From an optimization exercise on the open Yosys and OpenROAD flow, aimed at small area, a short achievable clock period and few clock cycles per item; shortcuts taken in it are not production practice. Function was checked by simulation only, so behaviour that the tests miss may differ from the original.

==> design.v <==
package aes_sbox_pkg;
   typedef logic [7:0] byte_t;
endpackage
module sbox_lane_s1 (
   input  logic [7:0] in_byte,
   input  logic       inv,
   output logic [7:0] cut
);
   wire w_y0 = in_byte[0];
   wire w_y1 = in_byte[1];
   wire w_y2 = in_byte[2];
   wire w_y3 = in_byte[3];
   wire w_y4 = in_byte[4];
   wire w_y5 = in_byte[5];
   wire w_y6 = in_byte[6];
   wire w_y7 = in_byte[7];
   wire w_inv = inv;
   wire w_ai2 = w_y1 ^ w_y4;
   wire w_ai7 = w_y6 ^ w_ai2;
   wire w_ya7 = w_ai7;
   wire w_U0 = w_inv ? w_ya7 : w_y7;
   wire w_ai3 = w_y3 ^ w_y6;
   wire w_ai4 = w_y0 ^ w_ai3;
   wire w_ya1 = w_ai4;
   wire w_U6 = w_inv ? w_ya1 : w_y1;
   wire w_T3 = w_U0 ^ w_U6;
   wire w_ai6 = w_y7 ^ w_ai2;
   wire w_ya2 = ~w_ai6;
   wire w_U5 = w_inv ? w_ya2 : w_y2;
   wire w_T2 = w_U0 ^ w_U5;
   wire w_ai0 = w_y0 ^ w_y5;
   wire w_ai10 = w_y2 ^ w_ai0;
   wire w_ya3 = w_ai10;
   wire w_U4 = w_inv ? w_ya3 : w_y3;
   wire w_T5 = w_U4 ^ w_U6;
   wire w_ai1 = w_y2 ^ w_y7;
   wire w_ai11 = w_y4 ^ w_ai1;
   wire w_ya5 = w_ai11;
   wire w_U2 = w_inv ? w_ya5 : w_y5;
   wire w_T12 = w_U2 ^ w_U5;
   wire w_T16 = w_T5 ^ w_T12;
   wire w_ai5 = w_y1 ^ w_ai3;
   wire w_ya4 = w_ai5;
   wire w_U3 = w_inv ? w_ya4 : w_y4;
   wire w_T1 = w_U0 ^ w_U3;
   wire w_ai8 = w_y3 ^ w_ai0;
   wire w_ya6 = w_ai8;
   wire w_U1 = w_inv ? w_ya6 : w_y6;
   wire w_T7 = w_U1 ^ w_U2;
   wire w_ai9 = w_y5 ^ w_ai1;
   wire w_ya0 = ~w_ai9;
   wire w_U7 = w_inv ? w_ya0 : w_y0;
   wire w_T18 = w_U3 ^ w_U7;
   wire w_T19 = w_T7 ^ w_T18;
   wire w_T20 = w_T1 ^ w_T19;
   wire w_T6 = w_T1 ^ w_T5;
   wire w_T10 = w_T6 ^ w_T7;
   wire w_T9 = w_U7 ^ w_T7;
   wire w_T17 = w_T9 ^ w_T16;
   wire w_T11 = w_U1 ^ w_U5;
   wire w_T15 = w_T5 ^ w_T11;
   assign cut[0] = w_T3;
   assign cut[1] = w_T2;
   assign cut[2] = w_T16;
   assign cut[3] = w_T1;
   assign cut[4] = w_T20;
   assign cut[5] = w_T10;
   assign cut[6] = w_T17;
   assign cut[7] = w_T15;
endmodule
module sbox_lane_s2 (
   input  logic [7:0] cut_in,
   output logic [11:0] cut_out
);
   wire w_a_T3 = cut_in[0];
   wire w_a_T2 = cut_in[1];
   wire w_a_T16 = cut_in[2];
   wire w_a_T1 = cut_in[3];
   wire w_a_T20 = cut_in[4];
   wire w_a_T10 = cut_in[5];
   wire w_a_T17 = cut_in[6];
   wire w_a_T15 = cut_in[7];
   wire w_ta0 = w_a_T10 ^ w_a_T15;
   wire w_T27 = w_ta0;
   wire w_ta3 = w_a_T2 ^ w_a_T1;
   wire w_T4 = w_ta3;
   wire w_ta11 = w_a_T17 ^ w_a_T15;
   wire w_U7 = w_ta11;
   wire w_T20 = w_a_T20;
   wire w_T10 = w_a_T10;
   wire w_T1 = w_a_T1;
   wire w_T3 = w_a_T3;
   wire w_ta4 = w_a_T16 ^ w_ta0;
   wire w_T6 = w_ta4;
   wire w_ta9 = w_a_T1 ^ w_a_T20;
   wire w_T19 = w_ta9;
   wire w_M4 = w_T19 & w_U7;
   wire w_ta5 = w_a_T3 ^ w_ta3;
   wire w_T13 = w_ta5;
   wire w_M1 = w_T13 & w_T6;
   wire w_M5 = w_M4 ^ w_M1;
   wire w_ta10 = w_a_T2 ^ w_a_T10;
   wire w_T24 = w_ta10;
   wire w_M17 = w_M5 ^ w_T24;
   wire w_T2 = w_a_T2;
   wire w_M14 = w_T2 & w_T10;
   wire w_T15 = w_a_T15;
   wire w_M11 = w_T1 & w_T15;
   wire w_M15 = w_M14 ^ w_M11;
   wire w_M21 = w_M17 ^ w_M15;
   wire w_T17 = w_a_T17;
   wire w_M9 = w_T20 & w_T17;
   wire w_T16 = w_a_T16;
   wire w_M6 = w_T3 & w_T16;
   wire w_M10 = w_M9 ^ w_M6;
   wire w_M19 = w_M10 ^ w_M15;
   wire w_ta8 = w_a_T20 ^ w_a_T17;
   wire w_T25 = w_ta8;
   wire w_M23 = w_M19 ^ w_T25;
   wire w_ta7 = w_a_T3 ^ w_a_T16;
   wire w_T26 = w_ta7;
   wire w_M8 = w_T26 ^ w_M6;
   wire w_ta1 = w_a_T3 ^ w_a_T20;
   wire w_T22 = w_ta1;
   wire w_ta2 = w_a_T16 ^ w_a_T17;
   wire w_T9 = w_ta2;
   wire w_M7 = w_T22 & w_T9;
   wire w_M18 = w_M8 ^ w_M7;
   wire w_M12 = w_T4 & w_T27;
   wire w_M13 = w_M12 ^ w_M11;
   wire w_M22 = w_M18 ^ w_M13;
   wire w_ta12 = w_a_T1 ^ w_a_T15;
   wire w_T14 = w_ta12;
   wire w_M3 = w_T14 ^ w_M1;
   wire w_ta13 = w_a_T2 ^ w_ta1;
   wire w_T23 = w_ta13;
   wire w_ta6 = w_a_T10 ^ w_ta2;
   wire w_T8 = w_ta6;
   wire w_M2 = w_T23 & w_T8;
   wire w_M16 = w_M3 ^ w_M2;
   wire w_M20 = w_M16 ^ w_M13;
   wire w_M25 = w_M22 & w_M20;
   wire w_M28 = w_M23 ^ w_M25;
   wire w_M27 = w_M20 ^ w_M21;
   wire w_M29 = w_M28 & w_M27;
   wire w_M37 = w_M21 ^ w_M29;
   wire w_M31 = w_M20 & w_M23;
   wire w_M32 = w_M27 & w_M31;
   wire w_M33 = w_M27 ^ w_M25;
   wire w_M38 = w_M32 ^ w_M33;
   wire w_M26 = w_M21 ^ w_M25;
   wire w_M24 = w_M22 ^ w_M23;
   wire w_M30 = w_M26 & w_M24;
   wire w_M39 = w_M23 ^ w_M30;
   wire w_M34 = w_M21 & w_M22;
   wire w_M35 = w_M24 & w_M34;
   wire w_M36 = w_M24 ^ w_M25;
   wire w_M40 = w_M35 ^ w_M36;
   assign cut_out[0] = w_T27;
   assign cut_out[1] = w_T4;
   assign cut_out[2] = w_U7;
   assign cut_out[3] = w_T20;
   assign cut_out[4] = w_T10;
   assign cut_out[5] = w_T1;
   assign cut_out[6] = w_T3;
   assign cut_out[7] = w_T6;
   assign cut_out[8] = w_M37;
   assign cut_out[9] = w_M38;
   assign cut_out[10] = w_M39;
   assign cut_out[11] = w_M40;
endmodule
module sbox_lane_s3 (
   input  logic [11:0] cut,
   output logic [7:0] fwd_byte
);
   wire w_r_T27 = cut[0];
   wire w_r_T4 = cut[1];
   wire w_r_U7 = cut[2];
   wire w_r_T20 = cut[3];
   wire w_r_T10 = cut[4];
   wire w_r_T1 = cut[5];
   wire w_r_T3 = cut[6];
   wire w_r_T6 = cut[7];
   wire w_r_M37 = cut[8];
   wire w_r_M38 = cut[9];
   wire w_r_M39 = cut[10];
   wire w_r_M40 = cut[11];
   wire w_s2_M37 = w_r_M37;
   wire w_s2_M39 = w_r_M39;
   wire w_M42 = w_s2_M37 ^ w_s2_M39;
   wire w_s2_M38 = w_r_M38;
   wire w_s2_M40 = w_r_M40;
   wire w_M41 = w_s2_M38 ^ w_s2_M40;
   wire w_M45 = w_M42 ^ w_M41;
   wire w_s2_T4 = w_r_T4;
   wire w_M62 = w_M45 & w_s2_T4;
   wire w_M43 = w_s2_M37 ^ w_s2_M38;
   wire w_tb6 = w_r_T27 ^ w_r_T6;
   wire w_s2_T16 = w_tb6;
   wire w_M49 = w_M43 & w_s2_T16;
   wire w_s2_T1 = w_r_T1;
   wire w_M61 = w_M42 & w_s2_T1;
   wire w_L5 = w_M49 ^ w_M61;
   wire w_L6 = w_M62 ^ w_L5;
   wire w_s2_T3 = w_r_T3;
   wire w_M58 = w_M43 & w_s2_T3;
   wire w_tb2 = w_r_T27 ^ w_r_T10;
   wire w_tb7 = w_r_U7 ^ w_tb2;
   wire w_s2_T17 = w_tb7;
   wire w_M51 = w_s2_M37 & w_s2_T17;
   wire w_tb1 = w_r_T20 ^ w_r_T3;
   wire w_s2_T22 = w_tb1;
   wire w_M59 = w_s2_M38 & w_s2_T22;
   wire w_L8 = w_M51 ^ w_M59;
   wire w_L18 = w_M58 ^ w_L8;
   wire w_M44 = w_s2_M39 ^ w_s2_M40;
   wire w_s2_T6 = w_r_T6;
   wire w_M46 = w_M44 & w_s2_T6;
   wire w_s2_U7 = w_r_U7;
   wire w_M48 = w_s2_M39 & w_s2_U7;
   wire w_L2 = w_M46 ^ w_M48;
   wire w_L23 = w_L18 ^ w_L2;
   wire w_S7 = ~(w_L6 ^ w_L23);
   wire w_tb3 = w_r_U7 ^ w_r_T6;
   wire w_tb8 = w_r_T10 ^ w_tb3;
   wire w_s2_T9 = w_tb8;
   wire w_M50 = w_s2_M38 & w_s2_T9;
   wire w_L0 = w_M61 ^ w_M62;
   wire w_L13 = w_M50 ^ w_L0;
   wire w_s2_T27 = w_r_T27;
   wire w_M53 = w_M45 & w_s2_T27;
   wire w_s2_T10 = w_r_T10;
   wire w_M54 = w_M41 & w_s2_T10;
   wire w_L4 = w_M54 ^ w_M58;
   wire w_L10 = w_M53 ^ w_L4;
   wire w_L27 = w_L8 ^ w_L10;
   wire w_S6 = ~(w_L13 ^ w_L27);
   wire w_L25 = w_L6 ^ w_L10;
   wire w_s2_T20 = w_r_T20;
   wire w_M60 = w_s2_M37 & w_s2_T20;
   wire w_L11 = w_M60 ^ w_L2;
   wire w_tb5 = w_r_T20 ^ w_r_T1;
   wire w_s2_T19 = w_tb5;
   wire w_M57 = w_s2_M39 & w_s2_T19;
   wire w_tb0 = w_r_T4 ^ w_r_T1;
   wire w_tb9 = w_tb0 ^ w_tb1;
   wire w_s2_T23 = w_tb9;
   wire w_M56 = w_s2_M40 & w_s2_T23;
   wire w_L1 = w_M50 ^ w_M56;
   wire w_L17 = w_M57 ^ w_L1;
   wire w_L29 = w_L11 ^ w_L17;
   wire w_S5 = w_L25 ^ w_L29;
   wire w_L20 = w_L0 ^ w_L1;
   wire w_s2_T8 = w_tb3;
   wire w_M47 = w_s2_M40 & w_s2_T8;
   wire w_tb4 = w_r_T4 ^ w_r_T3;
   wire w_s2_T13 = w_tb4;
   wire w_M55 = w_M44 & w_s2_T13;
   wire w_L3 = w_M47 ^ w_M55;
   wire w_L12 = w_M48 ^ w_M51;
   wire w_L22 = w_L3 ^ w_L12;
   wire w_S4 = w_L20 ^ w_L22;
   wire w_L7 = w_M46 ^ w_L3;
   wire w_L21 = w_L1 ^ w_L7;
   wire w_S3 = w_L6 ^ w_L21;
   wire w_s2_T2 = w_tb0;
   wire w_M63 = w_M41 & w_s2_T2;
   wire w_L19 = w_M63 ^ w_L4;
   wire w_s2_T15 = w_tb2;
   wire w_M52 = w_M42 & w_s2_T15;
   wire w_L14 = w_M52 ^ w_M61;
   wire w_L28 = w_L11 ^ w_L14;
   wire w_S2 = ~(w_L19 ^ w_L28);
   wire w_L16 = w_M56 ^ w_L0;
   wire w_L9 = w_M52 ^ w_M53;
   wire w_L26 = w_L7 ^ w_L9;
   wire w_S1 = ~(w_L16 ^ w_L26);
   wire w_L15 = w_M55 ^ w_L1;
   wire w_L24 = w_L15 ^ w_L9;
   wire w_S0 = w_L6 ^ w_L24;
   assign fwd_byte[0] = w_S7;
   assign fwd_byte[1] = w_S6;
   assign fwd_byte[2] = w_S5;
   assign fwd_byte[3] = w_S4;
   assign fwd_byte[4] = w_S3;
   assign fwd_byte[5] = w_S2;
   assign fwd_byte[6] = w_S1;
   assign fwd_byte[7] = w_S0;
endmodule
module sbox_lane_out (
   input  logic [7:0] fwd_byte,
   input  logic       inv,
   output logic [7:0] out_byte
);
   wire w_S7 = fwd_byte[0];
   wire w_S6 = fwd_byte[1];
   wire w_S5 = fwd_byte[2];
   wire w_S4 = fwd_byte[3];
   wire w_S3 = fwd_byte[4];
   wire w_S2 = fwd_byte[5];
   wire w_S1 = fwd_byte[6];
   wire w_S0 = fwd_byte[7];
   wire w_invq = inv;
   wire w_s7 = w_S0;
   wire w_s2 = w_S5;
   wire w_s5 = w_S2;
   wire w_zi1 = w_s2 ^ w_s5;
   wire w_zi9 = w_s7 ^ w_zi1;
   wire w_z0 = ~w_zi9;
   wire w_o0 = w_invq ? w_z0 : w_S7;
   wire w_s6 = w_S1;
   wire w_s0 = w_S7;
   wire w_s3 = w_S4;
   wire w_zi3 = w_s0 ^ w_s3;
   wire w_zi7 = w_s6 ^ w_zi3;
   wire w_z1 = w_zi7;
   wire w_o1 = w_invq ? w_z1 : w_S6;
   wire w_s1 = w_S6;
   wire w_s4 = w_S3;
   wire w_zi2 = w_s4 ^ w_s7;
   wire w_zi4 = w_s1 ^ w_zi2;
   wire w_z2 = ~w_zi4;
   wire w_o2 = w_invq ? w_z2 : w_S5;
   wire w_zi10 = w_s0 ^ w_zi1;
   wire w_z3 = w_zi10;
   wire w_o3 = w_invq ? w_z3 : w_S4;
   wire w_zi0 = w_s1 ^ w_s6;
   wire w_zi11 = w_s3 ^ w_zi0;
   wire w_z4 = w_zi11;
   wire w_o4 = w_invq ? w_z4 : w_S3;
   wire w_zi5 = w_s2 ^ w_zi2;
   wire w_z5 = w_zi5;
   wire w_o5 = w_invq ? w_z5 : w_S2;
   wire w_zi8 = w_s5 ^ w_zi3;
   wire w_z6 = w_zi8;
   wire w_o6 = w_invq ? w_z6 : w_S1;
   wire w_zi6 = w_s4 ^ w_zi0;
   wire w_z7 = w_zi6;
   wire w_o7 = w_invq ? w_z7 : w_S0;
   assign out_byte[0] = w_o0;
   assign out_byte[1] = w_o1;
   assign out_byte[2] = w_o2;
   assign out_byte[3] = w_o3;
   assign out_byte[4] = w_o4;
   assign out_byte[5] = w_o5;
   assign out_byte[6] = w_o6;
   assign out_byte[7] = w_o7;
endmodule
module sbox_subbytes_pipe
#(
   parameter int N_BYTES = 16
) (
   input  logic                 clk,
   input  logic                 rst_n,
   input  logic                 in_valid,
   output logic                 in_ready,
   input  logic [8*N_BYTES-1:0] in_data,
   input  logic                 in_inv,
   output logic                 out_valid,
   input  logic                 out_ready,
   output logic [8*N_BYTES-1:0] out_data,
   output logic                 out_inv,
   output logic                 busy
);
   localparam int DW = 8*N_BYTES;
   localparam int NA = 8;    
   localparam int NB = 12;    
   logic                  vld0_q, vld1_q, vld2_q;
   logic                  inv0_q, inv1_q, inv2_q;
   logic [N_BYTES*NA-1:0] a_d, a_q;
   logic [N_BYTES*NB-1:0] b_d, b_q;
   logic [DW-1:0]         sub_d, sub_q;
   logic                  adv;
   assign adv = !vld2_q || out_ready;
   generate
      for (genvar i = 0; i < N_BYTES; i++) begin : g_lane
         sbox_lane_s1 u_s1 (
            .in_byte (in_data[8*i +: 8]),
            .inv     (in_inv),
            .cut     (a_d[NA*i +: NA])
         );
         sbox_lane_s2 u_s2 (
            .cut_in  (a_q[NA*i +: NA]),
            .cut_out (b_d[NB*i +: NB])
         );
         sbox_lane_s3 u_s3 (
            .cut      (b_q[NB*i +: NB]),
            .fwd_byte (sub_d[8*i +: 8])
         );
         sbox_lane_out u_out (
            .fwd_byte (sub_q[8*i +: 8]),
            .inv      (inv2_q),
            .out_byte (out_data[8*i +: 8])
         );
      end
   endgenerate
   always_ff @(posedge clk) begin
      if (!rst_n) begin
         vld0_q <= 1'b0;
         vld1_q <= 1'b0;
         vld2_q <= 1'b0;
      end else begin
         if (adv) vld0_q <= in_valid;
         if (adv) vld1_q <= vld0_q;
         if (adv) vld2_q <= vld1_q;
      end
      if (adv) begin
         a_q    <= a_d;
         inv0_q <= in_inv;
      end
      if (adv) begin
         b_q    <= b_d;
         inv1_q <= inv0_q;
      end
      if (adv) begin
         sub_q  <= sub_d;
         inv2_q <= inv1_q;
      end
   end
   assign in_ready  = adv;
   assign out_valid = vld2_q;
   assign out_inv   = inv2_q;
   assign busy      = vld0_q | vld1_q | vld2_q;
endmodule
==> flow/run.sh <==
#!/bin/bash
# Own flow: the standard layout (standard.sh) with two changes:
#  - synthesis maps the logic with flow/abc.script in place of ORFS's abc_area.script
#    (registers, flattening and renaming are the standard synthesis's);
#  - the port buffers that the standard flow inserts are sky130_fd_sc_hd__buf_2 cells
#    instead of the tool's default pick.
# Each step's full output goes to its own log file in this folder.
set -euo pipefail
cd "$(dirname "$0")/.."
rm -rf myscripts
cp -r "$FLOW_HOME/scripts" myscripts
cp flow/abc.script myscripts/abc_area.script
bash standard.sh SCRIPTS_DIR="$PWD/myscripts" synth > synth.log 2>&1
bash standard.sh BUFFER_PORTS_ARGS="-buffer_cell sky130_fd_sc_hd__buf_2" finish > layout.log 2>&1
==> flow/abc.script <==
strash
&get -n
&dch -f
&nf -R 1000
&put
topo
stime -c
==> standard.sh <==
#!/bin/bash
# synth_recipe.tcl (not shown) runs the flow's synth.tcl, then flattens the netlist and writes it again
# the make line also repeats each setting of config.mk as NAME=value (left out here)
make -C /OpenROAD-flow-scripts/flow DESIGN_CONFIG=/design/flow/config.mk WORK_HOME=/design/flow/orfs CLKGATE_MAP_FILE= SYNTH_SCRIPT=/design/flow/synth_recipe.tcl "${@:-finish}"
==> config.mk <==
export PLATFORM = sky130hd
export DESIGN_NAME = sbox_subbytes_pipe
export DESIGN_NICKNAME = sbox_subbytes_pipe
export VERILOG_FILES = /design/flow/design.v
export SDC_FILE = /design/flow/constraint.sdc
export NUM_CORES = 4
export LEC_CHECK = 0
export ABC_AREA = 1
export CAP_MARGIN = 20
export CELL_PAD_IN_SITES_DETAIL_PLACEMENT = 0
export CELL_PAD_IN_SITES_GLOBAL_PLACEMENT = 1
export CORE_MARGIN = 2
export CORE_UTILIZATION = 60
export CTS_CLUSTER_DIAMETER = 100
export CTS_CLUSTER_SIZE = 30
export PLACE_DENSITY = 0.7
export SETUP_SLACK_MARGIN = 2.05
export SLEW_MARGIN = 20
==> constraint.sdc <==
create_clock -name core_clock -period 5.0 [get_ports {clk}]
set_input_delay 1.0000 -clock core_clock [delete_from_list [all_inputs] [get_ports {clk}]]
set_output_delay 1.0000 -clock core_clock [all_outputs]
set_load 0.01 [all_outputs]
==> results of run 1 <==
[registers in the layout, summed over array words and instances, names as in the netlist]
name and count:
b_q 192, a_q 128, sub_q 128, inv0_q 1, inv1_q 1, inv2_q 1
vld0_q 1, vld1_q 1, vld2_q 1
[final cells by class]
class	instances	area share (%)
Timing Repair Buffer	286	4.324
Inverter	7	0.1355
Tap cell	782	2.523
Sequential cell	454	35.08
Antenna cell	1	0.006453
Multi-Input combinational cell	2966	56.18
Clock inverter	12	0.3549
Clock buffer	21	1.355
Timing Repair inverter	1	0.04195
[per-layer routing]
metal  vias to the layer above  wire [µm]  track usage (%)
li1                      11830          -                -
met1                     10850      29340            25.82
met2                       322      35370            40.18
met3                        98       2141            2.003
met4                         8       1764            5.198
met5                         -         55                0
[cell families (layout without fill, tap and decap cells)]
family / after synthesis / in the layout / share of synthesized area (%)
buffers and inverters: 135 / 327 / 2.723
multiplexers: 32 / 32 / 0.8834
AND/OR/NAND/NOR: 734 / 734 / 8.219
adder cells (fa/ha/maj): 48 / 48 / 1.656
AO/OA/AOI/OAI: 298 / 298 / 4.220
flip-flops: 454 / 454 / 37.52
XOR/XNOR: 1854 / 1854 / 44.78
other: 0 / 1 / 0
[Yosys cell counts, drive strengths merged]
| master | instances |
|---|---|
| nand2b | 24 |
| clkinv | 7 |
| nor2b | 33 |
| mux2i | 32 |
| and2 | 32 |
| xor2 | 751 |
| a32oi | 1 |
| a31oi | 14 |
| o21ai | 103 |
| o41ai | 3 |
| a21oi | 173 |
| xnor2 | 1103 |
| nor2 | 233 |
| ha | 48 |
| o21a | 1 |
| buf | 128 |
| or3 | 1 |
| edfxtp | 451 |
| o22ai | 3 |
| nand2 | 411 |
| dfxtp | 3 |
[path summary, 6_finish.rpt]
path / end / start / slack (ns) / cells after the start
min reg2reg: inv1_q / inv0_q / 0.44 / 0
max: out_data[47] / inv2_q / 2.11 / 4
max reg2reg: b_q[106] / a_q[69] / 2.36 / 9
min: inv1_q / inv0_q / 0.44 / 0
[worst max-delay path, stage by stage (launching register included)]
cell and delay, ns:
edfxtp_1 0.40, buf_4 0.19, clkbuf_16 0.23, a21oi_2 0.31
buf_2 0.20
[per-stage QoR]
stage          instance area, µm²  hold slack [ns]  setup TNS, ns
2_1_floorplan               36290           0.4003         -92.75
3_3_place_gp                37740           0.4021              0
3_5_place_dp                37740           0.4066              0
4_1_cts                     38630           0.4335              0
5_1_grt                     38780           0.4410              0
6_report                    38780           0.4397              0
[what timing repair did]
action,in CTS,in global routing
setup endpoints to repair,114,167
resized for setup,19,10
buffers inserted,7,0
gates cloned,3,4
==> flow_summary.toml, run 1 <==
[synthesis]
synth.top_cell.area_share_pct = 37.35
synth_nets = 3736
yosysSeqAreaShare_pct = 37.52
ys_ff_latch = 454
netlist-cell-type-count = 21
netlist_instances = 3555
synth.area.top_cells = "edfxtp_1 37%, xnor2_1 27%, xor2_1 18%"
synth_top_cell_by_area = "edfxtp_1"
syn_area_per_cell_um2 = 10.20
yosysWarnings = 1
synth.cell_area_um2 = 36260

[timing]
setup_viol = 0
grt_setup_unrepaired = "true"
slew_headroom_pct = 31.90
drv_slew = 0
timing.final.hold_violations = 0
fin_crit_sh_pct = 57.75
worst_slew_pin_slew_ns = 1.021
period_needed_ns = 2.888
fin_ws_ns = 2.112
worst_clock_skew_ns = 0.01880
fmax_mhz = 346.3

[routing]
route.antenna.remaining_nets = 0
wl_per_cell_um = 15.16
wl_um = 68670
via_count = 23100
first_pass_iters = 5
viasPerCell = 5.099
drc = 0
drt_iter0_markers = 1073

[clocking]
clkSinkCount = 454
cts_buffer_depth = 3
root_buffer = "clkbuf_16"
cts_buffers = 21
ctsHoldBuffers = 0
clk_pin_slew_worst_paths_ns = 0.11
clkLatencyLatePin_ns = 0.57
cts_tree = "built"
h-tree-depth = 1

[cells_and_area]
layout_commonest_cell = "xnor2_1"
final_cell_mix = "1099 x xnor2_1, 748 x xor2_1, 451 x edfxtp_1, 411 x nand2_1, 263 x buf_2"
nets = 3918
finalNonFillerCells = 4530
fill_cells = 4919
synthToLayoutAreaGrowth_pct = 6.946
regArea_um2 = 13600
multi_input_area_um2 = 21790
final_util_pct = 64.61
drive_gt1_share_pct = 9.127

[hold_path]
worstHoldPathType = "reg -> reg"

[floorplanning]
dieArea_um2 = 62420
num_io_pins = 265
die_x_um = 249.8
rows = 90
coreArea_um2 = 60020
start_util_pct = 60.41
die_y_um = 249.8

[placement]
hpwl_um = 51860
dp_cells = 4482
port_buffers = 264
gp_congestion = 0.8896
place_ws_ns = 1.455

[worst_setup_path]
cp-end-kind = "output pin"
worstSetupPathType = "reg -> out"
worstPathRequired_ns = 4.00
arrival_ns = 1.89
start_kind = "flop"
critPathMaxFanout = 28

[global_routing]
track_usage_pct = 21.24
grt_max_degree = 186
grt_pass1_vias = 23360
antenna_found_initial = 5
grt_overflow_total = 0
grt_pass1_wl_um = 111200

[run]
cap_violations = 0

[outcome]
outcome = "finished clean"

[power_and_ir_drop]
Testbench counts, summed over its fixed seeds: cycles 8,024, items 8,000.
==> inputs of run 2 (changes only) <==
==> flow/abc.script (replaced) <==
strash
&get -n
&dch
&nf -R 1000
&dch
&nf -R 1000
&put
topo
stime -c
==> run 2 against run 1 <==
Effect of this change: still clean; sequential cell count did not move; final area about the same; critical endpoint is now out_data[18]; area after synthesis is 0.36% lower; first-iteration DRC count is 15% lower.
==> flow_summary.toml, run 2 <==
[global_routing]
grt_max_degree = 147
grt_pass1_vias = 23350
track_usage_pct = 21.44
grt_pass1_wl_um = 112200
grt_overflow_total = 0
antenna_found_initial = 7

[synthesis]
ys_ff_latch = 454
synthFlopType = "edfxtp_1"
yosysWarnings = 1
synth_nets = 3777
synth-async-reset-ratio_pct = 0
yosysSeqAreaShare_pct = 37.65
synth.cell_area_um2 = 36130
yosysMostFrequentCell = "xnor2_1"
netlist-cell-type-count = 30
synth_commonest_cells = "980 x xnor2_1, 788 x xor2_1, 451 x edfxtp_1, 401 x nand2_1, 251 x a21oi_1"
synth.top_cell.area_share_pct = 37.49
synth.area.top_cells = "edfxtp_1 37%, xnor2_1 24%, xor2_1 19%"
synth_edf_count = 451
netlist_instances = 3596
synth_top_cell_by_area = "edfxtp_1"
syn_area_per_cell_um2 = 10.05

[worst_setup_path]
worstSetupPathType = "reg -> out"
start_kind = "flop"
startpoint = "inv2_q"
critPathMaxFanout = 22
worstPathRequired_ns = 4.00
cp-end-kind = "output pin"
r2r-start = "b_q[59]"
arrival_ns = 1.90

[timing]
timing.final.hold_violations = 0
fmax_mhz = 345.0
fin_ws_ns = 2.102
grt_setup_unrepaired = "true"
tns_ns = 0
setup_viol = 0
hold_slack_ns = 0.4402
period_needed_ns = 2.898
worst_clock_skew_ns = 0.02861
worst_slew_pin_slew_ns = 1.027
fin_crit_sh_pct = 57.97
drv_slew = 0
slew_headroom_pct = 31.51

[routing]
viasPerCell = 5.147
drc = 0
wl_um = 69650
first_pass_iters = 5
wl_per_cell_um = 15.24
via_count = 23520
drt_iter0_markers = 917
route.antenna.remaining_nets = 0

[hold_path]
min_from = "inv1_q"
worstHoldPathType = "reg -> reg"

[clocking]
clk_pin_slew_worst_paths_ns = 0.11
clkSinkCount = 454
clkLatencyLatePin_ns = 0.58
cts_tree = "built"
h-tree-depth = 1
root_buffer = "clkbuf_16"
cts_buffers = 23
cts_buffer_depth = 3

[floorplanning]
start_util_pct = 60.98
rows = 89
coreArea_um2 = 59240
die_x_um = 249.4
die_y_um = 249.4
dieArea_um2 = 62190
num_io_pins = 265

[placement]
port_buffers = 264
place_area_um2 = 37600
hpwl_um = 53150
dp_cells = 4512
gp_congestion = 0.8736
place_ws_ns = 1.833

[cells_and_area]
final_cell_mix = "974 x xnor2_1, 786 x xor2_1, 451 x edfxtp_1, 401 x nand2_1, 263 x buf_2"
final_util_pct = 65.45
finalNonFillerCells = 4569
top_regs = "b_q: 192 flops, a_q: 128 flops, sub_q: 128 flops"
layout_commonest_cell = "xnor2_1"
top_register = "b_q"
fin_area_um2 = 38770
drive_gt1_share_pct = 9.098
largest_reg_flops = 192
synthToLayoutAreaGrowth_pct = 7.318
nets = 3959

[outcome]
outcome = "finished clean"

[run]
cap_violations = 0

[power_and_ir_drop]
run 2: changes by cell type in the layout (fill, tap and decap cells not counted), sizes merged, moves of 16 or more:
cell    delta
nand2b    -18
and4b     +16
xor2      +37
clkinv    +20
xnor2    -123
o21ai     +26
nor2b     -31
mux2i     -32
a21oi     +78
run 2: worst paths after layout:
check	to	slack [ns]	depth (start not counted)
setup reg to reg	sub_q[39]	2.44	7
setup / recovery	out_data[18]	2.10	5
hold reg to reg	inv2_q	0.44	0
hold / removal	inv2_q	0.44	0
run 2: layout make-up:
cell class / count / area [µm²]
Antenna cell: 4 / 10.01
Clock buffer: 26 / 586.8
Clock inverter: 13 / 222.7
Fill cell: 4808 / 20470
Inverter: 29 / 135.1
Multi-Input combinational cell: 2985 / 21580
Sequential cell: 454 / 13600
Tap cell: 773 / 967.2
Timing Repair Buffer: 283 / 1640
Timing Repair inverter: 2 / 27.53
run 2: logic make-up after synthesis:
group           Yosys count  synth area share [%]
buf+inv                 157                 2.961
flops                   454                 37.65
fa+ha+maj                48                 1.662
compound gates          455                 6.771
xor+xnor               1768                 42.86
simple gates            714                 8.093
run 2: critical path, cell delays in order, from the launching register on:
cell       delay, ns
edfxtp_1        0.40
buf_4           0.21
clkbuf_16       0.23
nor2_1          0.08
a21oi_2         0.20
buf_2           0.19
run 2: per-layer routing:
metal / up-vias / share of wire, % / global-route usage, % / routed length, µm
met4: 2 / 1.5 / 4.406 / 1045
met2: 296 / 52 / 40.64 / 36540
li1: 12160 / - / - / -
met1: 10990 / 43 / 26.23 / 29750
met5: - / 0.027 / 0 / 19
met3: 64 / 3.3 / 2.232 / 2284
run 2: what timing repair did:
item                                    CTS  global route
hold buffers                              0             0
setup buffers                             2             5
endpoints found under the setup margin  129           116
resized for setup                         9            26
gates cloned                              3             4
==> inputs of run 3 (changes only) <==
==> flow/abc.script (replaced) <==
strash
&get -n
&dch -f
&nf -R 1000
&put
topo
stime -c
--- a/config.mk
+++ b/config.mk
@@ -16,3 +16,3 @@
 export PLACE_DENSITY = 0.7
-export SETUP_SLACK_MARGIN = 2.05
+export SETUP_SLACK_MARGIN = 2.15
 export SLEW_MARGIN = 20
==> run 3 against run 2 <==
Effect of this change: critical endpoint is now out_data[19]; maximum frequency up 1.7%; wire length up 1.8%; clock skew down 0.0095 ns; clock-buffer cell count down 5; global-route usage up 0.052 points; synthesized cell count down 1.1%; area after synthesis up 0.36%; highest routed layer unchanged; register-to-register slack worse by 0.08 ns; worst hold slack worse by 0.00066 ns; sequential share of layout area down 0.69 points.
==> flow_summary.toml, run 3 <==
[outcome]
outcome = "finished clean"

[routing]
first_pass_iters = 5
viasPerCell = 5.136
via_count = 23370
drc = 0
wl_per_cell_um = 15.57
drt_iter0_markers = 1118
wl_um = 70870
route.antenna.remaining_nets = 0

[cells_and_area]
final_util_pct = 65.90
drive_gt1_share_pct = 11.46
nets = 3940
finalNonFillerCells = 4551
antenna_cells = 0
largest_reg_flops = 192
final_cell_mix = "1073 x xnor2_1, 734 x xor2_1, 451 x edfxtp_1, 411 x nand2_1, 261 x buf_2"
top_register = "b_q"
synthToLayoutAreaGrowth_pct = 9.079
layout_commonest_cell = "xnor2_1"
top_regs = "b_q: 192 flops, a_q: 128 flops, sub_q: 128 flops"

[worst_setup_path]
arrival_ns = 1.85
critPathSlowestCell = "edfxtp_1"
r2r-start = "a_q[69]"
r2r-end = "b_q[106]"
start_kind = "flop"
worstSetupPathType = "reg -> out"
cp-end-kind = "output pin"
r2r_cells = 9
path_cells = "xnor2_2, xor2_2, a21oi_4, buf_2"
r2r_slack_ns = 2.36
worst_path_largest_cell_delay_ns = 0.49
critPathMaxFanout = 2
worstPathRequired_ns = 4.00

[synthesis]
yosysSeqAreaShare_pct = 37.52
synth.cell_area_um2 = 36260
synthFlopType = "edfxtp_1"
netlist-cell-type-count = 21
synth.area.top_cells = "edfxtp_1 37%, xnor2_1 27%, xor2_1 18%"
synth_commonest_cells = "1103 x xnor2_1, 751 x xor2_1, 451 x edfxtp_1, 411 x nand2_1, 233 x nor2_1"
yosysMostFrequentCell = "xnor2_1"
yosysWarnings = 1
synth_top_cell_by_area = "edfxtp_1"
synth_nets = 3736
synth_edf_count = 451
ys_ff_latch = 454
synth.top_cell.area_share_pct = 37.35
synth-async-reset-ratio_pct = 0
netlist_instances = 3555
syn_area_per_cell_um2 = 10.20

[floorplanning]
num_io_pins = 265
coreArea_um2 = 60020
die_x_um = 249.8
dieArea_um2 = 62420
rows = 90
die_y_um = 249.8
start_util_pct = 60.41

[timing]
fmax_mhz = 351.0
fin_crit_sh_pct = 56.99
slew_headroom_pct = 30.86
setup_viol = 0
timing.final.hold_violations = 0
period_needed_ns = 2.849
grt_setup_unrepaired = "true"
drv_slew = 0
worst_clock_skew_ns = 0.01912
worst_slew_pin_slew_ns = 1.037

[global_routing]
antenna_found_initial = 4
track_usage_pct = 21.49
grt_pass1_wl_um = 112200
grt_max_degree = 186
grt_overflow_total = 0
grt_pass1_vias = 23450

[hold_path]
min_from = "inv0_q"
hold_depth = 0
hold_path_end = "inv1_q"
worstHoldPathType = "reg -> reg"

[placement]
hpwl_um = 51860
dp_cells = 4482
gp_congestion = 0.8896
port_buffers = 264

[clocking]
cts_buffer_depth = 3
cts_tree = "built"
h-tree-depth = 1
clkSinkCount = 454
root_buffer = "clkbuf_16"
cts_buffers = 21
clkLatencyLatePin_ns = 0.57
clk_pin_slew_worst_paths_ns = 0.11

[run]
cap_violations = 0
-- run 3: cell types whose count changed in the layout (fill, tap and decap cells not counted), moves of 18 or more --
cell,previous run,this run
a21oi_1,236,149
buf_4,7,25
clkinv_1,29,8
mux2i_1,0,32
nand2b_1,6,24
nor2_1,237,214
nor2b_1,1,32
o21ai_0,129,103
xnor2_1,974,1073
xnor2_2,6,30
xor2_1,786,734
-- run 3: worst max-delay path by stage --
stage | start | endpoint | slack (ns) | cells past startpoint
3_3_place_gp | out_ready | sub_q[5] | 1.53 | 5
2_1_floorplan | inv2_q | out_data[0] | -0.73 | 3
5_1_grt | sub_q[61] | out_data[59] | 2.05 | 4
4_1_cts | inv2_q | out_data[47] | 2.06 | 5
6_report | sub_q[18] | out_data[19] | 2.15 | 4
3_5_place_dp | out_ready | sub_q[1] | 1.45 | 5
-- run 3: cells by family after synthesis --
group / synth area share [%]
fa+ha+maj: 1.656
simple gates: 8.219
xor+xnor: 44.78
compound gates: 4.220
buf+inv: 2.723
flops: 37.52
mux: 0.8834
-- run 3: stage by stage --
| stage | hold slack, ns | setup TNS, ns | area (µm²) | worst slack (ns) |
|---|---|---|---|---|
| floorplan | 0.4003 | -92.75 | 36290 | -0.7260 |
| global placement | 0.4021 | 0 | 37740 | 1.527 |
| detailed placement | 0.4066 | 0 | 37740 | 1.455 |
| CTS | 0.4335 | 0 | 38720 | 2.056 |
| global route | 0.4410 | 0 | 39550 | 2.046 |
| finish | 0.4396 | 0 | 39550 | 2.151 |
-- run 3: area by class of cell --
type,instances,area (µm²)
Inverter,7,52.55
Timing Repair inverter,1,16.27
Fill cell,4818,20470
Tap cell,782,978.4
Clock inverter,12,137.6
Sequential cell,454,13600
Timing Repair Buffer,308,1936
Multi-Input combinational cell,2966,22300
Clock buffer,21,525.5
-- run 3: timing repair --
action,CTS,global route
resized for setup,25,103
hold buffers,0,0
gates cloned,4,7
pin swaps,1,12
endpoints found under the setup margin,197,129
setup buffers,10,15
-- run 3: routing by layer --
layer	global-route usage [%]	wire length, µm	vias to the layer above	share of wire (%)
met3	1.982	2152	94	3.0
met1	26.15	29970	11060	42
met2	40.60	37040	354	52
li1	-	-	11860	-
met4	5.387	1649	8	2.3
met5	0	55	-	0.078
-- run 3: worst max-delay path: cells and delay by family, from the launching register on --
family	cells	cell delay, ns
flops	1	0.49
xor+xnor	2	0.47
compound gates	1	0.18
buf+inv	1	0.15
==> inputs of run 4 (changes only) <==
--- a/config.mk
+++ b/config.mk
@@ -12,7 +12,7 @@
 export CORE_MARGIN = 2
-export CORE_UTILIZATION = 60
+export CORE_UTILIZATION = 70
 export CTS_CLUSTER_DIAMETER = 100
 export CTS_CLUSTER_SIZE = 30
-export PLACE_DENSITY = 0.7
-export SETUP_SLACK_MARGIN = 2.15
+export PLACE_DENSITY = 0.8
+export SETUP_SLACK_MARGIN = 2.05
 export SLEW_MARGIN = 20
==> run 4 against run 3 <==
Effect of this change: clock-buffer cell count shrank 1; final cell count shrank 3.0%; critical endpoint is now out_data[93]; non-clock buffer count shrank 29; wire length shrank 3.7%; sequential share of layout area grew 1.1 points; area after synthesis is the same; global-route usage grew 3.8 points.
==> flow_summary.toml, run 4 <==
[timing]
fmax_mhz = 342.3
period_needed_ns = 2.921
setup_viol = 0
worst_clock_skew_ns = 0.02770
fin_ws_ns = 2.079
fin_crit_sh_pct = 58.43
worst_slew_pin_slew_ns = 0.9168
grt_setup_unrepaired = "false"
timing.final.hold_violations = 0
slew_headroom_pct = 38.88
drv_slew = 0

[global_routing]
grt_overflow_total = 0
grt_pass1_vias = 23790
grt_pass1_wl_um = 112600
grt_max_degree = 210
antenna_found_initial = 2
track_usage_pct = 25.29

[floorplanning]
coreArea_um2 = 51300
rows = 83
start_util_pct = 70.68
die_y_um = 231.6
dieArea_um2 = 53640
num_io_pins = 265
die_x_um = 231.6

[worst_setup_path]
worstPathRequired_ns = 4.00
r2r_slack_ns = 2.41
critPathMaxFanout = 65
r2r-start = "b_q[71]"
r2r-end = "sub_q[42]"
arrival_ns = 1.92
path_buf_inv = 3
cp-end-kind = "output pin"
startpoint = "inv2_q"
path_cells = "buf_4, buf_16, nor2_1, a21oi_1, buf_2"
r2r_cells = 7
crit_family = "buffers and inverters"
start_kind = "flop"
worst_path_largest_cell_delay_ns = 0.36
worstSetupPathType = "reg -> out"
critPathSlowestCell = "edfxtp_1"

[routing]
via_count = 23390
viasPerCell = 5.299
wl_per_cell_um = 15.47
drc = 0
wl_um = 68280
first_pass_iters = 5
route.antenna.remaining_nets = 0
drt_iter0_markers = 1303

[synthesis]
synth_edf_count = 451
synth.area.top_cells = "edfxtp_1 37%, xnor2_1 27%, xor2_1 18%"
synth_nets = 3736
synth_commonest_cells = "1103 x xnor2_1, 751 x xor2_1, 451 x edfxtp_1, 411 x nand2_1, 233 x nor2_1"
yosysSeqAreaShare_pct = 37.52
yosysMostFrequentCell = "xnor2_1"
synth_top_cell_by_area = "edfxtp_1"
netlist_instances = 3555
ys_ff_latch = 454
synth.cell_area_um2 = 36260
synth.top_cell.area_share_pct = 37.35
netlist-cell-type-count = 21
yosysWarnings = 1
synthFlopType = "edfxtp_1"
syn_area_per_cell_um2 = 10.20
synth-async-reset-ratio_pct = 0

[cells_and_area]
drive_gt1_share_pct = 8.226
largest_reg_flops = 192
top_regs = "b_q: 192 flops, a_q: 128 flops, sub_q: 128 flops"
fill_cells = 3660
final_cell_mix = "1101 x xnor2_1, 751 x xor2_1, 451 x edfxtp_1, 411 x nand2_1, 263 x buf_2"
top_register = "b_q"
layout_commonest_cell = "xnor2_1"
synthToLayoutAreaGrowth_pct = 5.694
nets = 3909

[clocking]
cts_buffers = 19
clkLatencyLatePin_ns = 0.56
clk_pin_slew_worst_paths_ns = 0.10
root_buffer = "clkbuf_16"
clkSinkCount = 454
cts_buffer_depth = 3
cts_tree = "built"
h-tree-depth = 1

[placement]
port_buffers = 264
gp_congestion = 0.8975
hpwl_um = 51810
place_ws_ns = 1.480

[hold_path]
hold_depth = 0
hold_path_end = "inv2_q"
worstHoldPathType = "reg -> reg"
min_from = "inv1_q"

[outcome]
outcome = "finished clean"

[run]
cap_violations = 0
==> run 4: cell counts after synthesis <==
Identical to the previous run, type by type.
==> run 4: routing by layer <==
layer  global-route usage [%]  vias up  routed length (µm)
li1                         -    11830                   -
met1                    32.44    10980               29630
met2                    45.69      494               33970
met3                    2.534       86                3207
met4                    6.510        0                1470
met5                        0        -                   0
==> run 4: worst max-delay path by stage <==
stage	end	slack, ns	cells past startpoint
floorplan	out_data[0]	-0.73	3
global placement	a_q[5]	1.59	6
detailed placement	a_q[125]	1.48	6
CTS	a_q[125]	2.07	6
global route	out_data[53]	2.05	4
finish	out_data[93]	2.08	5
==> run 4: per-stage QoR <==
stage                     std cells  instance area (µm²)  setup TNS, ns  hold slack (ns)  util (%)
final                          4414                38320              0           0.4409     74.70
after global routing           4414                38320              0           0.4655     74.70
after floorplan                3555                36290         -92.75           0.4003         -
after CTS                      4411                38270              0           0.4358     74.59
after global placement         4379                37600              0           0.4038     73.28
after detailed placement       4379                37600              0           0.4084     73.28
==> run 4: kinds of logic (layout without fill, tap and decap cells) <==
logic type      after synthesis  count (layout)  synth area share (%)
other cells                   0               2                     0
compound gates              298             298                 4.220
simple gates                734             734                 8.219
fa+ha+maj                    48              48                 1.656
flops                       454             454                 37.52
mux                          32              32                0.8834
xor+xnor                   1854            1854                 44.78
buf+inv                     135             312                 2.723
==> run 4: cell type report <==
class | count | area, µm² | area share, %
diodes | 2 | 5.005 | 0.01306
repair buffers | 279 | 1567 | 4.087
well taps | 680 | 850.8 | 2.220
flip-flops and latches | 454 | 13600 | 35.49
multi-input cells | 2966 | 21690 | 56.60
clock buffers | 20 | 479.2 | 1.250
repair inverters | 1 | 16.27 | 0.04244
clock inverters | 5 | 58.81 | 0.1534
inverters | 7 | 52.55 | 0.1371
==> run 4: timing repair <==
action,4_1_cts,5_1_grt
endpoints found under the setup margin,130,13
hold buffers,0,0
setup buffers,3,0
gates resized for setup,3,4
gates cloned,4,0
==> inputs of run 5 (changes only) <==
==> flow/abc.script (replaced) <==
strash
dch
map -D 3000
topo
stime -c
buffer -c
upsize -c
dnsize -c
--- a/config.mk
+++ b/config.mk
@@ -12,7 +12,5 @@
 export CORE_MARGIN = 2
-export CORE_UTILIZATION = 70
-export CTS_CLUSTER_DIAMETER = 100
-export CTS_CLUSTER_SIZE = 30
-export PLACE_DENSITY = 0.8
-export SETUP_SLACK_MARGIN = 2.05
+export CORE_UTILIZATION = 50
+export PLACE_DENSITY = 0.62
+export SETUP_SLACK_MARGIN = 2.0
 export SLEW_MARGIN = 20
==> run 5 against run 4 <==
Effect of this change: clock-buffer cell count grew 39; via count is 8.2% higher; highest routed layer is now met5; sequential cell count is the same; final cell count is 24% higher; area after synthesis rose by 6.3%; first-iteration DRC count is 21% lower; synthesized cell count rose by 19%; die area rose by 48%; wire length rose by 10%; critical path depth did not move.
==> flow_summary.toml, run 5 <==
[floorplanning]
dieArea_um2 = 79290
die_x_um = 281.6
coreArea_um2 = 76080
die_y_um = 281.6
rows = 101
start_util_pct = 50.64
num_io_pins = 265

[clocking]
clkLatencyLatePin_ns = 0.61
root_buffer = "clkbuf_16"
clkSinkCount = 454
clk_pin_slew_worst_paths_ns = 0.06
h-tree-depth = 2
cts_buffer_depth = 3
cts_buffers = 54
cts_tree = "built"

[synthesis]
synth_nets = 4420
syn_area_per_cell_um2 = 9.089
synth_top_cell_by_area = "edfxtp_1"
synth.area.top_cells = "edfxtp_1 35%, xor2_1 23%, xnor2_1 13%"
synth.top_cell.area_share_pct = 35.15
netlist-cell-type-count = 33
yosysWarnings = 1
synth_edf_count = 451
synthFlopType = "edfxtp_1"
synth-async-reset-ratio_pct = 0
netlist_instances = 4239
ys_ff_latch = 454
yosysMostFrequentCell = "xor2_1"
yosysSeqAreaShare_pct = 35.31
synth.cell_area_um2 = 38530
synth_commonest_cells = "1008 x xor2_1, 586 x xnor2_1, 467 x nand2_1, 451 x edfxtp_1, 446 x nor2_1"

[timing]
timing.final.hold_violations = 0
grt_setup_unrepaired = "true"
fin_crit_sh_pct = 58.67
drv_slew = 0
period_needed_ns = 2.933
worst_slew_pin_slew_ns = 0.9356
fmax_mhz = 340.9
worst_clock_skew_ns = 0.02198
slew_headroom_pct = 37.63
setup_viol = 0
tns_ns = 0
fin_ws_ns = 2.067

[placement]
hpwl_um = 57230
port_buffers = 264
place_area_um2 = 40120
gp_congestion = 0.8420
place_ws_ns = 1.855
dp_cells = 5359

[routing]
route.antenna.remaining_nets = 0
viasPerCell = 4.624
wl_um = 75450
wl_per_cell_um = 13.79
drt_iter0_markers = 1032
via_count = 25300
drc = 0
first_pass_iters = 5

[worst_setup_path]
r2r-start = "b_q[95]"
cp-end-kind = "output pin"
arrival_ns = 1.93
r2r-end = "sub_q[58]"
r2r_slack_ns = 2.53
worstSetupPathType = "reg -> out"
worstPathRequired_ns = 4.00
start_kind = "flop"
r2r_cells = 8
crit_end = "out_data[16]"
startpoint = "inv2_q"
critPathMaxFanout = 48

[cells_and_area]
top_register = "b_q"
fill_cells = 7084
nets = 4576
regArea_um2 = 13600
final_cell_mix = "1008 x xor2_1, 577 x xnor2_1, 467 x nand2_1, 451 x edfxtp_1, 445 x nor2_1"
largest_reg_flops = 192
fin_area_um2 = 42360
drive_gt1_share_pct = 11.92
synthToLayoutAreaGrowth_pct = 9.944
layout_commonest_cell = "xor2_1"
top_regs = "b_q: 192 flops, a_q: 128 flops, sub_q: 128 flops"
finalNonFillerCells = 5472
multi_input_area_um2 = 22310

[global_routing]
grt_pass1_vias = 23980
grt_max_degree = 169
track_usage_pct = 18.47
antenna_found_initial = 8
grt_overflow_total = 0
grt_pass1_wl_um = 119600

[run]
cap_violations = 0

[outcome]
outcome = "finished clean"

[hold_path]
worstHoldPathType = "reg -> reg"
run 5: worst min-delay path by stage:
stage	startpoint	end	slack, ns	depth (start not counted)
2_1_floorplan	inv0_q	inv1_q	0.40	0
6_report	inv0_q	inv1_q	0.42	0
3_5_place_dp	inv0_q	inv1_q	0.41	0
5_1_grt	inv0_q	inv1_q	0.44	0
3_3_place_gp	inv0_q	inv1_q	0.40	0
4_1_cts	inv0_q	inv1_q	0.42	0
run 5: through the flow:
stage	util (%)	hold slack, ns
5_1_grt	55.68	0.4425
3_5_place_dp	52.74	0.4101
3_3_place_gp	52.74	0.4018
2_1_floorplan	-	0.4003
6_report	55.68	0.4205
4_1_cts	55.38	0.4237
run 5: layer usage:
metal / wire, µm / GRT usage [%] / vias to the layer above
li1: - / - / 13560
met1: 36650 / 25.45 / 11350
met2: 34680 / 30.79 / 307
met3: 2794 / 2.710 / 78
met4: 1283 / 4.078 / 6
met5: 41 / 0 / -
run 5: layout make-up:
type | count | share of cell area [%]
multi-input combinational | 3190 | 52.67
sequential | 454 | 32.11
timing repair buffer | 283 | 3.991
inverter | 411 | 3.651
clock buffer | 59 | 3.285
tap | 1030 | 3.042
clock inverter | 41 | 1.220
antenna | 3 | 0.01772
timing repair inverter | 1 | 0.01182
run 5: critical path, cell delays in order, from the launching register on:
cell and delay, ns:
edfxtp_1 0.36, buf_8 0.23, clkbuf_16 0.31, nor2_1 0.10, a21oi_2 0.13, buf_2 0.15
run 5: cell families (layout without fill, tap and decap cells):
kind of cell             Yosys count  after routing  synth area share (%)
buffers and inverters            595            795                 7.089
AND/OR/NAND/NOR                 1073           1073                 11.36
AO/OA/AOI/OAI                    413            413                 5.670
XOR/XNOR                        1655           1655                 38.99
adder cells (fa/ha/maj)           48             48                 1.559
other                              0              3                     0
flip-flops                       454            454                 35.31
multiplexers                       1              1               0.02923
run 5: timing repair:
item | in CTS | in global routing
gates resized for setup | 12 | 16
hold buffers | 0 | 0
setup endpoints to repair | 126 | 46
buffers inserted | 1 | 2
pin swaps | 0 | 1
gates cloned | 2 | 5
==> inputs of run 6 (changes only) <==
--- a/design.v
+++ b/design.v
@@ -173,3 +173,3 @@
    input  logic [11:0] cut,
-   output logic [7:0] fwd_byte
+   output logic [7:0] held
 );
@@ -280,13 +280,13 @@
    wire w_S0 = w_L6 ^ w_L24;
-   assign fwd_byte[0] = w_S7;
-   assign fwd_byte[1] = w_S6;
-   assign fwd_byte[2] = w_S5;
-   assign fwd_byte[3] = w_S4;
-   assign fwd_byte[4] = w_S3;
-   assign fwd_byte[5] = w_S2;
-   assign fwd_byte[6] = w_S1;
-   assign fwd_byte[7] = w_S0;
+   assign held[0] = w_S7;
+   assign held[1] = w_S6;
+   assign held[2] = w_S5;
+   assign held[3] = w_S4;
+   assign held[4] = w_S3;
+   assign held[5] = w_S2;
+   assign held[6] = w_S1;
+   assign held[7] = w_S0;
 endmodule
 module sbox_lane_out (
-   input  logic [7:0] fwd_byte,
+   input  logic [7:0] held,
    input  logic       inv,
@@ -294,10 +294,10 @@
 );
-   wire w_S7 = fwd_byte[0];
-   wire w_S6 = fwd_byte[1];
-   wire w_S5 = fwd_byte[2];
-   wire w_S4 = fwd_byte[3];
-   wire w_S3 = fwd_byte[4];
-   wire w_S2 = fwd_byte[5];
-   wire w_S1 = fwd_byte[6];
-   wire w_S0 = fwd_byte[7];
+   wire w_S7 = held[0];
+   wire w_S6 = held[1];
+   wire w_S5 = held[2];
+   wire w_S4 = held[3];
+   wire w_S3 = held[4];
+   wire w_S2 = held[5];
+   wire w_S1 = held[6];
+   wire w_S0 = held[7];
    wire w_invq = inv;
@@ -367,2 +367,3 @@
    localparam int NB = 12;    
+   localparam int NS = 8;    
    logic                  vld0_q, vld1_q, vld2_q;
@@ -371,3 +372,3 @@
    logic [N_BYTES*NB-1:0] b_d, b_q;
-   logic [DW-1:0]         sub_d, sub_q;
+   logic [N_BYTES*NS-1:0] sub_d, sub_q;
    logic                  adv;
@@ -387,6 +388,6 @@
             .cut      (b_q[NB*i +: NB]),
-            .fwd_byte (sub_d[8*i +: 8])
+            .held     (sub_d[NS*i +: NS])
          );
          sbox_lane_out u_out (
-            .fwd_byte (sub_q[8*i +: 8]),
+            .held     (sub_q[NS*i +: NS]),
             .inv      (inv2_q),
==> flow/abc.script (replaced) <==
strash
&get -n
&dch -f
&nf -R 1000
&put
topo
stime -c
buffer -c
upsize -c
dnsize -c
--- a/config.mk
+++ b/config.mk
@@ -12,5 +12,7 @@
 export CORE_MARGIN = 2
-export CORE_UTILIZATION = 50
-export PLACE_DENSITY = 0.62
-export SETUP_SLACK_MARGIN = 2.0
+export CORE_UTILIZATION = 60
+export CTS_CLUSTER_DIAMETER = 100
+export CTS_CLUSTER_SIZE = 30
+export PLACE_DENSITY = 0.7
+export SETUP_SLACK_MARGIN = 2.05
 export SLEW_MARGIN = 20
==> run 6 against run 5 <==
Effect of this change: utilization grew 8.8 points; sequential cell count unchanged; clock-buffer cell count decreased by 38; clock skew grew 0.0033 ns; synthesized cell count fell by 15%; critical endpoint is now out_data[62].
==> flow_summary.toml, run 6 <==
[outcome]
outcome = "finished clean"

[synthesis]
syn_area_per_cell_um2 = 10.47
netlist_instances = 3608
synth_commonest_cells = "1064 x xnor2_1, 689 x xor2_1, 451 x edfxtp_1, 397 x nand2_1, 232 x nor2_1"
synth_nets = 3789
synth-async-reset-ratio_pct = 0
ys_ff_latch = 454
yosysSeqAreaShare_pct = 36.00
synth.area.top_cells = "edfxtp_1 36%, xnor2_1 25%, xor2_1 16%"
synthFlopType = "edfxtp_1"
synth.top_cell.area_share_pct = 35.84
synth_edf_count = 451
synth_top_cell_by_area = "edfxtp_1"
yosysMostFrequentCell = "xnor2_1"
yosysWarnings = 1
synth.cell_area_um2 = 37790
netlist-cell-type-count = 38

[cells_and_area]
fin_area_um2 = 39950
fill_cells = 5108
finalNonFillerCells = 4585
final_util_pct = 64.51
largest_reg_flops = 192
layout_commonest_cell = "xnor2_1"
nets = 3911
top_regs = "b_q: 192 flops, a_q: 128 flops, sub_q: 128 flops"
final_cell_mix = "1063 x xnor2_1, 687 x xor2_1, 451 x edfxtp_1, 397 x nand2_1, 263 x buf_2"
top_register = "b_q"
synthToLayoutAreaGrowth_pct = 5.738
drive_gt1_share_pct = 12.66

[placement]
hpwl_um = 54320
place_ws_ns = 1.784
dp_cells = 4540
place_area_um2 = 39130
gp_congestion = 0.8914
port_buffers = 264

[global_routing]
antenna_found_initial = 20
grt_pass1_vias = 22740
track_usage_pct = 20.25
grt_pass1_wl_um = 108700
grt_max_degree = 150
grt_overflow_total = 0

[floorplanning]
coreArea_um2 = 61940
rows = 91
num_io_pins = 265
die_x_um = 255.0
die_y_um = 255.0
start_util_pct = 61.01
dieArea_um2 = 65000

[timing]
grt_setup_unrepaired = "true"
worst_slew_pin_slew_ns = 1.032
period_needed_ns = 2.913
setup_viol = 0
fmax_mhz = 343.3
slew_headroom_pct = 31.19
drv_slew = 0
fin_ws_ns = 2.087
timing.final.hold_violations = 0
hold_slack_ns = 0.4405
worst_clock_skew_ns = 0.02532
fin_crit_sh_pct = 58.25
tns_ns = 0

[worst_setup_path]
arrival_ns = 1.91
crit_family = "flip-flops"
worstSetupPathType = "reg -> out"
critPathSlowestCell = "edfxtp_1"
cp-end-kind = "output pin"
critPathMaxFanout = 65
r2r-start = "a_q[99]"
r2r_cells = 9
path_buf_inv = 2
r2r-end = "b_q[152]"
path_cells = "buf_12, nor2_1, a21oi_1, buf_2"
r2r_slack_ns = 2.57
start_kind = "flop"
crit_end = "out_data[62]"
cp.depth = 4
startpoint = "inv2_q"
worstPathRequired_ns = 4.00
worst_path_largest_cell_delay_ns = 0.52

[hold_path]
worstHoldPathType = "reg -> reg"

[clocking]
clk_pin_slew_worst_paths_ns = 0.10
ctsHoldBuffers = 0
h-tree-depth = 1
clkSinkCount = 454
root_buffer = "clkbuf_16"
cts_tree = "built"
cts_buffer_depth = 3
cts_buffers = 21
clkLatencyLatePin_ns = 0.56

[routing]
viasPerCell = 4.979
route.antenna.remaining_nets = 0
wl_per_cell_um = 14.45
wl_um = 66270
drt_iter0_markers = 872
via_count = 22830
first_pass_iters = 7
drc = 0

[run]
cap_violations = 0
## run 6: cell count changes in the layout (fill, tap and decap cells not counted), sizes merged, moves of 33 or more
cell and change:
a21oi -53, clkbuf -41, inv -404, nand2 -56
nand3 -67, nor2 -229, nor2b +33, o21ai -57
or2 -47, xnor2 +511, xor2 -312
## run 6: final cells by class
class	instances	area [µm²]	share of cell area [%]
antenna	11	27.53	0.06889
multi-input combinational	2966	23030	57.65
timing repair buffer	280	1583	3.961
inverter	7	30.03	0.07516
tap	837	1047	2.621
sequential	454	13600	34.05
clock buffer	21	525.5	1.315
clock inverter	9	105.1	0.2631
## run 6: per-layer routing
metal	global-route usage (%)	share of wire, %
met5	0	0.16
met4	4.227	2.0
met3	3.387	4.1
met2	37.83	51
met1	24.40	43
## run 6: how the worst min path moves through the flow
stage	cells after the start	startpoint	end	slack, ns
final	0	inv0_q	inv1_q	0.44
after global routing	0	inv0_q	inv1_q	0.45
after CTS	0	inv0_q	inv1_q	0.45
after detailed placement	0	inv1_q	inv2_q	0.41
after global placement	0	inv1_q	inv2_q	0.40
after floorplan	0	inv0_q	inv1_q	0.40
## run 6: cells by family (layout without fill, tap and decap cells)
group	count (synthesis)	in the layout	share of synthesized area, %
flip-flops	454	454	36.00
XOR/XNOR	1854	1854	46.08
adder cells (fa/ha/maj)	48	48	1.589
AO/OA/AOI/OAI	298	298	4.099
other	0	11	0
multiplexers	32	32	0.8477
buffers and inverters	188	317	3.192
AND/OR/NAND/NOR	734	734	8.189
## run 6: worst reg2reg max path, stage by stage, from the launching register on
cell	delay [ns]
edfxtp_1	0.48
xor2_1	0.33
nand2_1	0.14
xor2_2	0.18
xnor2_1	0.15
xnor2_1	0.43
nand2b_2	0.12
xor2_1	0.19
nand2_1	0.09
o21ai_0	0.07
## run 6: what timing repair did
action	4_1_cts	5_1_grt
endpoints found under the setup margin	100	128
gates cloned	0	2
resized for setup	2	25
buffers inserted	1	1
hold endpoints to repair	0	0
Testbench counts of run 6, summed over its fixed seeds: cycles 8,024, items 8,000.
==> inputs of run 7 (changes only) <==
==> flow/abc.script (replaced) <==
strash
&get -n
&dch -f
&nf -R 1000
&put
topo
stime -c
==> run 7 against run 6 <==
Effect of this change: worst hold slack lost 0.00078 ns; sequential share of layout area rose by 1.0 points; utilization grew 0.10 points; clock skew shrank 0.0065 ns; die area shrank 4.0%; register-to-register slack lost 0.21 ns; non-clock buffer count rose by 6; critical path depth unchanged; sequential cell count did not move; clock-buffer cell count is the same; maximum frequency increased by 0.86%; synthesized cell count fell by 1.5%.
==> flow_summary.toml, run 7 <==
[outcome]
outcome = "finished clean"

[floorplanning]
dieArea_um2 = 62420
start_util_pct = 60.41
coreArea_um2 = 60020
die_y_um = 249.8
die_x_um = 249.8
rows = 90
num_io_pins = 265

[timing]
timing.final.hold_violations = 0
fin_crit_sh_pct = 57.75
drv_slew = 0
slew_headroom_pct = 31.90
setup_viol = 0
fmax_mhz = 346.3
worst_slew_pin_slew_ns = 1.021
worst_clock_skew_ns = 0.01880
period_needed_ns = 2.888
grt_setup_unrepaired = "true"

[clocking]
cts_buffer_depth = 3
clkLatencyLatePin_ns = 0.57
ctsHoldBuffers = 0
clk_pin_slew_worst_paths_ns = 0.11
cts_buffers = 21
root_buffer = "clkbuf_16"
cts_tree = "built"
clkSinkCount = 454
h-tree-depth = 1

[global_routing]
grt_pass1_wl_um = 111200
grt-busiest-layer = "met2"
antenna_found_initial = 5
grt_overflow_total = 0
grt_max_degree = 186
grt_pass1_vias = 23360
grtUsageMet2_pct = 40.18
use_met1_pct = 25.82
use_met3_pct = 2.003
track_usage_pct = 21.24

[placement]
gp_congestion = 0.8896
hpwl_um = 51860
port_buffers = 264

[synthesis]
synth_edf_count = 451
synth_commonest_cells = "1103 x xnor2_1, 751 x xor2_1, 451 x edfxtp_1, 411 x nand2_1, 233 x nor2_1"
synth.cell_area_um2 = 36260
yosysWarnings = 1
synth.top_cell.area_share_pct = 37.35
synth-async-reset-ratio_pct = 0
synth.area.top_cells = "edfxtp_1 37%, xnor2_1 27%, xor2_1 18%"
netlist_instances = 3555
ys_ff_latch = 454
yosysMostFrequentCell = "xnor2_1"
yosysSeqAreaShare_pct = 37.52
synth_top_cell_by_area = "edfxtp_1"
synthFlopType = "edfxtp_1"
syn_area_per_cell_um2 = 10.20
synth_nets = 3736
netlist-cell-type-count = 21

[cells_and_area]
drive_gt1_share_pct = 9.127
synthToLayoutAreaGrowth_pct = 6.946
largest_reg_flops = 192
final_cell_mix = "1099 x xnor2_1, 748 x xor2_1, 451 x edfxtp_1, 411 x nand2_1, 263 x buf_2"
nets = 3918
top_register = "b_q"
layout_commonest_cell = "xnor2_1"
top_regs = "b_q: 192 flops, a_q: 128 flops, sub_q: 128 flops"
final_util_pct = 64.61

[worst_setup_path]
critPathMaxFanout = 28
path_cells = "buf_4, clkbuf_16, a21oi_2, buf_2"
worstSetupPathType = "reg -> out"
critPathSlowestCell = "edfxtp_1"
worst_path_largest_cell_delay_ns = 0.40
worstPathRequired_ns = 4.00
start_kind = "flop"
arrival_ns = 1.89
cp-end-kind = "output pin"

[routing]
via_count = 23100
first_pass_iters = 5
wl_um = 68670
drt_iter0_markers = 1073
viasPerCell = 5.099
route.antenna.remaining_nets = 0
drc = 0
wl_per_cell_um = 15.16

[hold_path]
worstHoldPathType = "reg -> reg"

[run]
cap_violations = 0
run 7: final cells by class:
type                       instances  area, µm²
multi-input combinational       2966      21790
fill                            4919      21240
sequential                       454      13600
timing repair buffer             286       1677
tap                              782      978.4
clock buffer                      21      525.5
clock inverter                    12      137.6
inverter                           7      52.55
timing repair inverter             1      16.27
antenna                            1      2.502
run 7: path summary, 6_finish.rpt:
check / start / endpoint / slack (ns) / cells past startpoint
max: inv2_q / out_data[47] / 2.11 / 4
min: inv0_q / inv1_q / 0.44 / 0
max reg2reg: a_q[69] / b_q[106] / 2.36 / 9
min reg2reg: inv0_q / inv1_q / 0.44 / 0
run 7: critical path: cells and delay by family (launching register included):
| kind | cells | cell delay [ns] |
|---|---|---|
| buf+inv | 3 | 0.62 |
| flops | 1 | 0.40 |
| compound gates | 1 | 0.31 |
run 7: per-stage QoR:
stage | cells | area, µm² | setup TNS (ns) | hold slack (ns) | worst slack (ns)
2_1_floorplan | 3555 | 36290 | -92.75 | 0.4003 | -0.7260
3_3_place_gp | 4482 | 37740 | 0 | 0.4021 | 1.527
3_5_place_dp | 4482 | 37740 | 0 | 0.4066 | 1.455
4_1_cts | 4525 | 38630 | 0 | 0.4335 | 2.010
5_1_grt | 4530 | 38780 | 0 | 0.4410 | 2.019
6_report | 4530 | 38780 | 0 | 0.4397 | 2.112
run 7: layer usage:
metal / vias up / wire length (µm)
met5: - / 55
met4: 8 / 1764
met3: 98 / 2141
met1: 10850 / 29340
met2: 322 / 35370
li1: 11830 / -
run 7: what timing repair did:
action,in CTS,in global routing
pin swaps,0,0
cloned,3,4
buffers inserted,7,0
resized for setup,19,10
endpoints found under the setup margin,114,167
run 7: cell families after synthesis:
group	count (synthesis)	share of synthesized area, %
AO/OA/AOI/OAI	298	4.220
AND/OR/NAND/NOR	734	8.219
flip-flops	454	37.52
multiplexers	32	0.8834
XOR/XNOR	1854	44.78
buffers and inverters	135	2.723
adder cells (fa/ha/maj)	48	1.656

re-timing with driven ports:
How much do the figures lean on ideal ports? The routed layouts below were timed once more, with nothing changed but the port constraints.
Step 1: set_driving_cell puts a clkbuf_16 on clk and a buf_2 on each other input, an assumption about the parent block.
Step 2 adds t to the input delays and takes it off the output delays; t is the mean of the earliest and latest rising clock arrival at the registers after step 1. Input paths then give back, and output paths get back, about the clock's delay inside the block.
Slacks: no drivers / after step 1 / after step 2; pairs: no drivers / after step 1.
run	t (ns)	setup slack, ns	worst hold slack (ns)	worst setup path at the end	worst data-port slew with drivers (ns)
run 1	0.626	2.112 / 2.044 / 1.692	0.440 / 0.440 / 0.440	input to register	0.09
run 2	0.635	2.102 / 2.034 / 1.813	0.440 / 0.440 / 0.440	input to register	0.09
run 3	0.627	2.151 / 2.084 / 1.729	0.440 / 0.440 / 0.440	input to register	0.09
run 4	0.607	2.079 / 2.014 / 1.770	0.441 / 0.441 / 0.441	input to register	0.08
run 5	0.669	2.067 / 2.000 / 1.852	0.420 / 0.420 / 0.420	input to register	0.12
run 6	0.617	2.087 / 2.025 / 1.792	0.440 / 0.440 / 0.440	input to register	0.14
run 7	0.626	2.112 / 2.044 / 1.692	0.440 / 0.440 / 0.440	input to register	0.09
After both steps setup and hold are still met in every run listed. The setup slack of run 3, which loses most, moves by -0.067 ns with the drivers and by -0.422 ns with both steps.
